Context: an optimization exercise on an open-source flow, tuned for small area. The choices shown serve that exercise and are no tape-out recipe.
Only simulation tests tie the RTL to the original design; equivalence was not proved.

File: flow/design.v
`default_nettype none
package lcd_ctrl_pkg;
    localparam logic [3:0] CMD_WRITE = 4'h0;
    localparam logic [3:0] CMD_UP    = 4'h1;
    localparam logic [3:0] CMD_DOWN  = 4'h2;
    localparam logic [3:0] CMD_LEFT  = 4'h3;
    localparam logic [3:0] CMD_RIGHT = 4'h4;
    localparam logic [3:0] CMD_MAX   = 4'h5;
    localparam logic [3:0] CMD_MIN   = 4'h6;
    localparam logic [3:0] CMD_AVG   = 4'h7;
    localparam logic [3:0] CMD_CCW   = 4'h8;
    localparam logic [3:0] CMD_CW    = 4'h9;
    localparam logic [3:0] CMD_MIRX  = 4'hA;
    localparam logic [3:0] CMD_MIRY  = 4'hB;
    typedef enum logic [2:0] {
        ST_LOAD      = 3'd0,
        ST_LOAD_LAST = 3'd1,
        ST_IDLE      = 3'd2,
        ST_OP        = 3'd3,
        ST_WRITE     = 3'd4
    } state_t;
    function automatic integer lcd_pixels(input integer w, input integer h);
        lcd_pixels = w * h;
    endfunction
    function automatic integer lcd_addr_w(input integer w, input integer h);
        lcd_addr_w = $clog2(w * h);
    endfunction
endpackage
`default_nettype wire
`default_nettype none
import lcd_ctrl_pkg::*;
module lcd_window_alu
#(
    parameter int DATA_W = 8
) (
    input  logic [3:0]        op,
    input  logic [DATA_W-1:0] tl,
    input  logic [DATA_W-1:0] tr,
    input  logic [DATA_W-1:0] bl,
    input  logic [DATA_W-1:0] br,
    output logic [DATA_W-1:0] new_tl,
    output logic [DATA_W-1:0] new_tr,
    output logic [DATA_W-1:0] new_bl,
    output logic [DATA_W-1:0] new_br
);
    logic [DATA_W+1:0] sum;
    logic [DATA_W-1:0] top_max;
    logic [DATA_W-1:0] bot_max;
    logic [DATA_W-1:0] top_min;
    logic [DATA_W-1:0] bot_min;
    logic [DATA_W-1:0] win_max;
    logic [DATA_W-1:0] win_min;
    logic [DATA_W-1:0] win_avg;
    assign sum     = {2'b00, tl} + {2'b00, tr} + {2'b00, bl} + {2'b00, br};
    assign win_avg = DATA_W'(sum >> 2);
    assign top_max = (tl > tr) ? tl : tr;
    assign bot_max = (bl > br) ? bl : br;
    assign win_max = (top_max > bot_max) ? top_max : bot_max;
    assign top_min = (tl < tr) ? tl : tr;
    assign bot_min = (bl < br) ? bl : br;
    assign win_min = (top_min < bot_min) ? top_min : bot_min;
    always_comb begin
        new_tl = tl;
        new_tr = tr;
        new_bl = bl;
        new_br = br;
        case (op)
            CMD_MAX: begin
                new_tl = win_max;
                new_tr = win_max;
                new_bl = win_max;
                new_br = win_max;
            end
            CMD_MIN: begin
                new_tl = win_min;
                new_tr = win_min;
                new_bl = win_min;
                new_br = win_min;
            end
            CMD_AVG: begin
                new_tl = win_avg;
                new_tr = win_avg;
                new_bl = win_avg;
                new_br = win_avg;
            end
            CMD_CCW: begin
                new_tl = tr;
                new_tr = br;
                new_br = bl;
                new_bl = tl;
            end
            CMD_CW: begin
                new_tl = bl;
                new_bl = br;
                new_br = tr;
                new_tr = tl;
            end
            CMD_MIRX: begin
                new_tl = bl;
                new_bl = tl;
                new_tr = br;
                new_br = tr;
            end
            CMD_MIRY: begin
                new_tl = tr;
                new_tr = tl;
                new_bl = br;
                new_br = bl;
            end
            default: ;
        endcase
    end
endmodule
`default_nettype wire
`default_nettype none
import lcd_ctrl_pkg::*;
module lcd_ctrl_param
#(
    parameter int DATA_W = 8,
    parameter int IMG_W  = 8,
    parameter int IMG_H  = 8,
    parameter int ADDR_W = $clog2(IMG_W * IMG_H)
) (
    input  logic              clk,
    input  logic              reset,
    input  logic [3:0]        cmd,
    input  logic              cmd_valid,
    input  logic [DATA_W-1:0] IROM_Q,
    output logic              IROM_rd,
    output logic [ADDR_W-1:0] IROM_A,
    output logic              IRAM_valid,
    output logic [DATA_W-1:0] IRAM_D,
    output logic [ADDR_W-1:0] IRAM_A,
    output logic              busy,
    output logic              done
);
    localparam int                N      = IMG_W * IMG_H;
    localparam logic [ADDR_W-1:0] LAST_A = ADDR_W'(N - 1);
    localparam logic [ADDR_W-1:0] X_MAX  = ADDR_W'(IMG_W - 2);
    localparam logic [ADDR_W-1:0] Y_MAX  = ADDR_W'(IMG_H - 2);
    localparam logic [ADDR_W-1:0] OX_RST = ADDR_W'(IMG_W / 2 - 1);
    localparam logic [ADDR_W-1:0] OY_RST = ADDR_W'(IMG_H / 2 - 1);
    localparam logic [ADDR_W-1:0] ROW    = ADDR_W'(IMG_W);
    lcd_ctrl_pkg::state_t state;
    logic [3:0]        op;
    logic [ADDR_W-1:0] ox;
    logic [ADDR_W-1:0] oy;
    logic [ADDR_W-1:0] cap_addr;
    logic              cap_valid;
    logic [DATA_W-1:0] pix_buf [N];
    logic [ADDR_W-1:0] a_tl;
    logic [ADDR_W-1:0] a_tr;
    logic [ADDR_W-1:0] a_bl;
    logic [ADDR_W-1:0] a_br;
    logic [ADDR_W-1:0] ram_a_next;
    logic [DATA_W-1:0] new_tl;
    logic [DATA_W-1:0] new_tr;
    logic [DATA_W-1:0] new_bl;
    logic [DATA_W-1:0] new_br;
    assign a_tl       = oy * ROW + ox;
    assign a_tr       = a_tl + 1'b1;
    assign a_bl       = a_tl + ROW;
    assign a_br       = a_bl + 1'b1;
    assign ram_a_next = IRAM_A + 1'b1;
    lcd_window_alu #(
        .DATA_W (DATA_W)
    ) u_alu (
        .op     (op),
        .tl     (pix_buf[a_tl]),
        .tr     (pix_buf[a_tr]),
        .bl     (pix_buf[a_bl]),
        .br     (pix_buf[a_br]),
        .new_tl (new_tl),
        .new_tr (new_tr),
        .new_bl (new_bl),
        .new_br (new_br)
    );
    always_ff @(posedge clk) begin
        if (cap_valid) begin
            pix_buf[cap_addr] <= IROM_Q;
        end else if (state == ST_OP) begin
            pix_buf[a_tl] <= new_tl;
            pix_buf[a_tr] <= new_tr;
            pix_buf[a_bl] <= new_bl;
            pix_buf[a_br] <= new_br;
        end
    end
    always_ff @(posedge clk or negedge reset) begin
        if (!reset) begin
            state      <= ST_LOAD;
            IROM_rd    <= 1'b0;
            IROM_A     <= '0;
            IRAM_valid <= 1'b0;
            IRAM_A     <= '0;
            IRAM_D     <= '0;
            busy       <= 1'b1;
            done       <= 1'b0;
            op         <= CMD_WRITE;
            ox         <= OX_RST;
            oy         <= OY_RST;
            cap_addr   <= '0;
            cap_valid  <= 1'b0;
        end else begin
            cap_addr  <= IROM_A;
            cap_valid <= IROM_rd;
            done      <= 1'b0;
            case (state)
                ST_LOAD: begin
                    IROM_rd <= 1'b1;
                    if (IROM_rd) begin
                        if (IROM_A == LAST_A) begin
                            IROM_rd <= 1'b0;
                            state   <= ST_LOAD_LAST;
                        end else begin
                            IROM_A <= IROM_A + 1'b1;
                        end
                    end
                end
                ST_LOAD_LAST: begin
                    state <= ST_IDLE;
                    busy  <= 1'b0;
                end
                ST_IDLE: begin
                    if (cmd_valid) begin
                        busy <= 1'b1;
                        op   <= cmd;
                        if (cmd == CMD_WRITE) begin
                            state      <= ST_WRITE;
                            IRAM_valid <= 1'b1;
                            IRAM_A     <= '0;
                            IRAM_D     <= pix_buf[0];
                        end else begin
                            state <= ST_OP;
                        end
                    end
                end
                ST_OP: begin
                    case (op)
                        CMD_UP:    if (oy != '0)   oy <= oy - 1'b1;
                        CMD_DOWN:  if (oy < Y_MAX) oy <= oy + 1'b1;
                        CMD_LEFT:  if (ox != '0)   ox <= ox - 1'b1;
                        CMD_RIGHT: if (ox < X_MAX) ox <= ox + 1'b1;
                        default: ;
                    endcase
                    state <= ST_IDLE;
                    busy  <= 1'b0;
                end
                ST_WRITE: begin
                    if (IRAM_valid) begin
                        if (IRAM_A == LAST_A) begin
                            IRAM_valid <= 1'b0;
                            IRAM_A     <= '0;
                            done       <= 1'b1;
                        end else begin
                            IRAM_A <= ram_a_next;
                            IRAM_D <= pix_buf[ram_a_next];
                        end
                    end else begin
                        state <= ST_IDLE;
                        busy  <= 1'b0;
                    end
                end
                default: begin
                    state <= ST_IDLE;
                    busy  <= 1'b0;
                end
            endcase
        end
    end
endmodule
`default_nettype wire
File: flow/run.sh
#!/bin/bash
# synth_recipe.tcl (not shown) runs the flow's synth.tcl, then flattens the netlist and writes it again
# the make line also repeats each setting of config.mk as NAME=value (left out here)
make -C /OpenROAD-flow-scripts/flow DESIGN_CONFIG=/design/flow/config.mk WORK_HOME=/design/flow/orfs CLKGATE_MAP_FILE= SYNTH_SCRIPT=/design/flow/synth_recipe.tcl finish
File: flow/config.mk
export PLATFORM = sky130hd
export DESIGN_NAME = lcd_ctrl_param
export DESIGN_NICKNAME = lcd_ctrl_param
export VERILOG_FILES = /design/flow/design.v
export SDC_FILE = /design/flow/constraint.sdc
export NUM_CORES = 8
export LEC_CHECK = 0
export CAP_MARGIN = 20
export CORE_MARGIN = 2
export CORE_UTILIZATION = 30
export SLEW_MARGIN = 20
File: flow/constraint.sdc
create_clock -name core_clock -period 12.0 [get_ports {clk}]
set_input_delay 2.4000 -clock core_clock [delete_from_list [all_inputs] [get_ports {clk}]]
set_output_delay 2.4000 -clock core_clock [all_outputs]
set_load 0.01 [all_outputs]
==> run notes <==
-- cell families (layout without fill, tap and decap cells) --
group / Yosys count / count (layout)
xor gates and xnor gates: 50 / 50
buffers and inverters: 546 / 551
and+or+nand+nor: 1556 / 1556
muxes: 522 / 522
AOI/OAI and AO/OA: 1735 / 1735
DFF: 562 / 562
adders and majority gates: 73 / 73
other: 0 / 49
-- per-layer routing --
metal,GRT usage,part of all wire
met1,0.4629,0.34
met2,0.5306,0.39
met3,0.1877,0.17
met4,0.2886,0.098
met5,0.005088,0.00096
-- worst max path at each step --
stage          cells after the start             end  start  slack [ns]
4_1_cts                           35   pix_buf[0][6]  oy[0]        1.12
2_1_floorplan                     43  pix_buf[15][0]  ox[0]        2.37
3_3_place_gp                      35  pix_buf[24][6]  oy[0]        0.98
5_1_grt                           34  pix_buf[49][6]  oy[0]        0.43
6_report                          34  pix_buf[49][6]  oy[0]        0.50
3_5_place_dp                      35   pix_buf[0][6]  oy[0]        1.16
-- worst max-delay path: cells and delay by family, from the launching register on --
kind / cells / cell delay [ns]
and+or+nand+nor: 7 / 1.83
muxes: 2 / 0.72
xor gates and xnor gates: 1 / 0.81
buffers and inverters: 7 / 1.13
adders and majority gates: 5 / 1.89
DFF: 1 / 0.59
AOI/OAI and AO/OA: 12 / 3.80
-- stage by stage --
step           worst slack (ns)  instance area (um^2)  utilization
2_1_floorplan             2.365                 50290            -
3_3_place_gp             0.9848                 54500       0.3266
3_5_place_dp              1.161                 54530       0.3268
4_1_cts                   1.116                 56910       0.3411
5_1_grt                  0.4265                 56980       0.3415
6_report                 0.4988                 57080       0.3421
-- sequential cells by signal, indices dropped and copies added, names as in the netlist --
register,flops
state,3
IRAM_valid,1
op,4
IRAM_A,6
cap_valid,1
pix_buf,512
oy,6
IRAM_D,8
IROM_A,6
done,1
IROM_rd,1
busy,1
cap_addr,6
ox,6
-- cells in the final DEF, fill, tap and decap left out, types with 75 or more instances in the layout --
cell       synthesis  routed
nand2_1          637     629
edfxtp_1         512     512
nor2_1           437     421
mux4_2           286     286
a22oi_1          278     276
o221ai_1         247     247
buf_4             46     225
o22ai_1          205     204
mux2i_1          163     163
nand3_1          159     150
a221o_1          129     129
a221oi_1         116     116
a21oi_1          111     111
o21ai_0          157     110
o21ai_1           60     104
nor3_1           116     102
inv_1             76      75
clkbuf_16          0      75
-- layout make-up --
cell class	instances	area [um^2]
Fill cell	16700	109800
Multi-Input combinational cell	3936	31400
Sequential cell	562	16650
Timing Repair Buffer	336	3461
Tap cell	2204	2758
Clock buffer	91	1957
Clock inverter	40	419.2
Inverter	84	317.8
Antenna cell	49	122.6
==> run notes <==
largest family of logic cells by synthesized area=compound AO/OA/AOI/OAI gates; post-synth top area share=0.3057; dominant cell type by area after synthesis=edfxtp_1; R2R Setup Slk=~0.50 ns; IO Port Bufs=38; Worst EP arrival=between 10 and 15 ns; Nets=5079; Bufs on Longest Clock Path=3; Hold Startpoint=IROM_A[5]; # clock sinks=roughly 560; layout cells sized above 1=0.1860; vias in the first global route=between 50000 and 60000; Yosys cell types=~120; Synth Flop Type=edfxtp_1; Post-synth ARST share=0.08897; fmax=86.95 MHz; clock skew=about 0.04 ns; Initial Utilization=0.3014; Compound-Gate Fraction of Synth Area=0.2704; # setup viols final=0; fin crit period=~12 ns; final period utilization=0.9584; initial antenna violation count=47; worst r2r src=oy[0]; Yosys Warn Count=2; dpl hpwl=between 200000 and 250000 um; I/O pin cnt=39; Total GRT Usage=0.3868; clock root cell=clkbuf_16; Yosys reg bits=around 560; most frequent cell after synthesis=nand2_1; CTS buffer count=between 70 and 80; cells on worst reg2reg path=34; Final GP Congestion=1.133; Post-synth EDFFs=between 500 and 600; reg2reg end=pix_buf[49][6]; Final Slew Violations=0; Hold Crit Class=reg2reg; mux share of post-synthesis cell area=0.1775; hold_buf cts=0; post-synthesis cell area=slightly above 50000 um^2; DRT antenna net count=0; final hold violations=0; Least-Margin Pin Slew=about 1.3 ns; Synth Area in Simple Gates=0.1351; critical path capture point type=flip-flop; Hold EP=cap_addr[5]; routed vias/inst=between 7 and 8; most used cell along the critical path=ha_1; status=timing/DRC/antenna clean; H-tree depth=3; via count=56390; Core Area=~170000 um^2; Die X-Extent=around 410 um; Synthesized Nets=just over 5000; largest net degree at the start of global routing=between 70 and 80; Synth Area in Adders=0.01980; first-pass GRT wire length=453200 um; drt total wl=approximately 340000 um; DR DRC count=0; postcts setup bufs=0; CP max stage delay=0.81 ns; Syn Area/Cell=roughly 10 um^2; Clk Latency, worst-skew pair=0.73 ns; Initial DRC Count=~12000; xor/xnor share of the synthesized area=0.01060; Slowest-stage cell, CP=xnor2_2; Area growth syn-to-layout=13.50%; leading cell types by count after synthesis=nand2_1, edfxtp_1, nor2_1; RSZ-0062 raised after global routing=false; GRT overflow=0; drt wl/cell=around 47 um; startpoint types=flip-flop; Required @ worst endpoint=12.45 ns; Die ar.=approximately 170000 um^2; Die Height=413.4 um; slew margin rel.=0.1034; Mapped Cells=between 5000 and 6000; site row count=150; Post-CTS Resized=0; Seq/Total Area, Yosys=0.3307; non-filler cells, final=approximately 7300; TritonRoute pass-1 iters=11; CP max FO=60; Crit Path Class=reg2reg; Placed Instances=between 7000 and 8000; final setup TNS=0 ns; hold slack=about 0.46 ns; clock slew at reported path FFs=~0.060 ns; top post-synthesis cells by area=edfxtp_1, mux4_2, nand2_1, o221ai_1, a22oi_1; max-cap viol count=0; WHS Path Cells=0; CTS tree=done

==> separate check: timing with driven ports <==
Ports are ideal in the flow. The routed layout listed here was re-timed in OpenROAD. Step 1: set_driving_cell puts a clkbuf_16 on clk and a buf_2 on each other input, an assumption about the parent block. Step 2 times the ports against the registers' clock, not the clock port: input delays grow and output delays shrink by t, the midpoint of the rising clock arrivals with the driver on. a / b / c = ideal ports / drivers / drivers and shift; a / b = the first two.
shift t [ns]: 0.802
setup WS [ns]: 0.499 / 0.499 / 0.499
worst hold slack (ns): 0.465 / 0.465 / 0.465
After both steps setup and hold are still met in this run. The setup slack of this run moves by 0.000 ns with the drivers and by 0.000 ns with both steps.
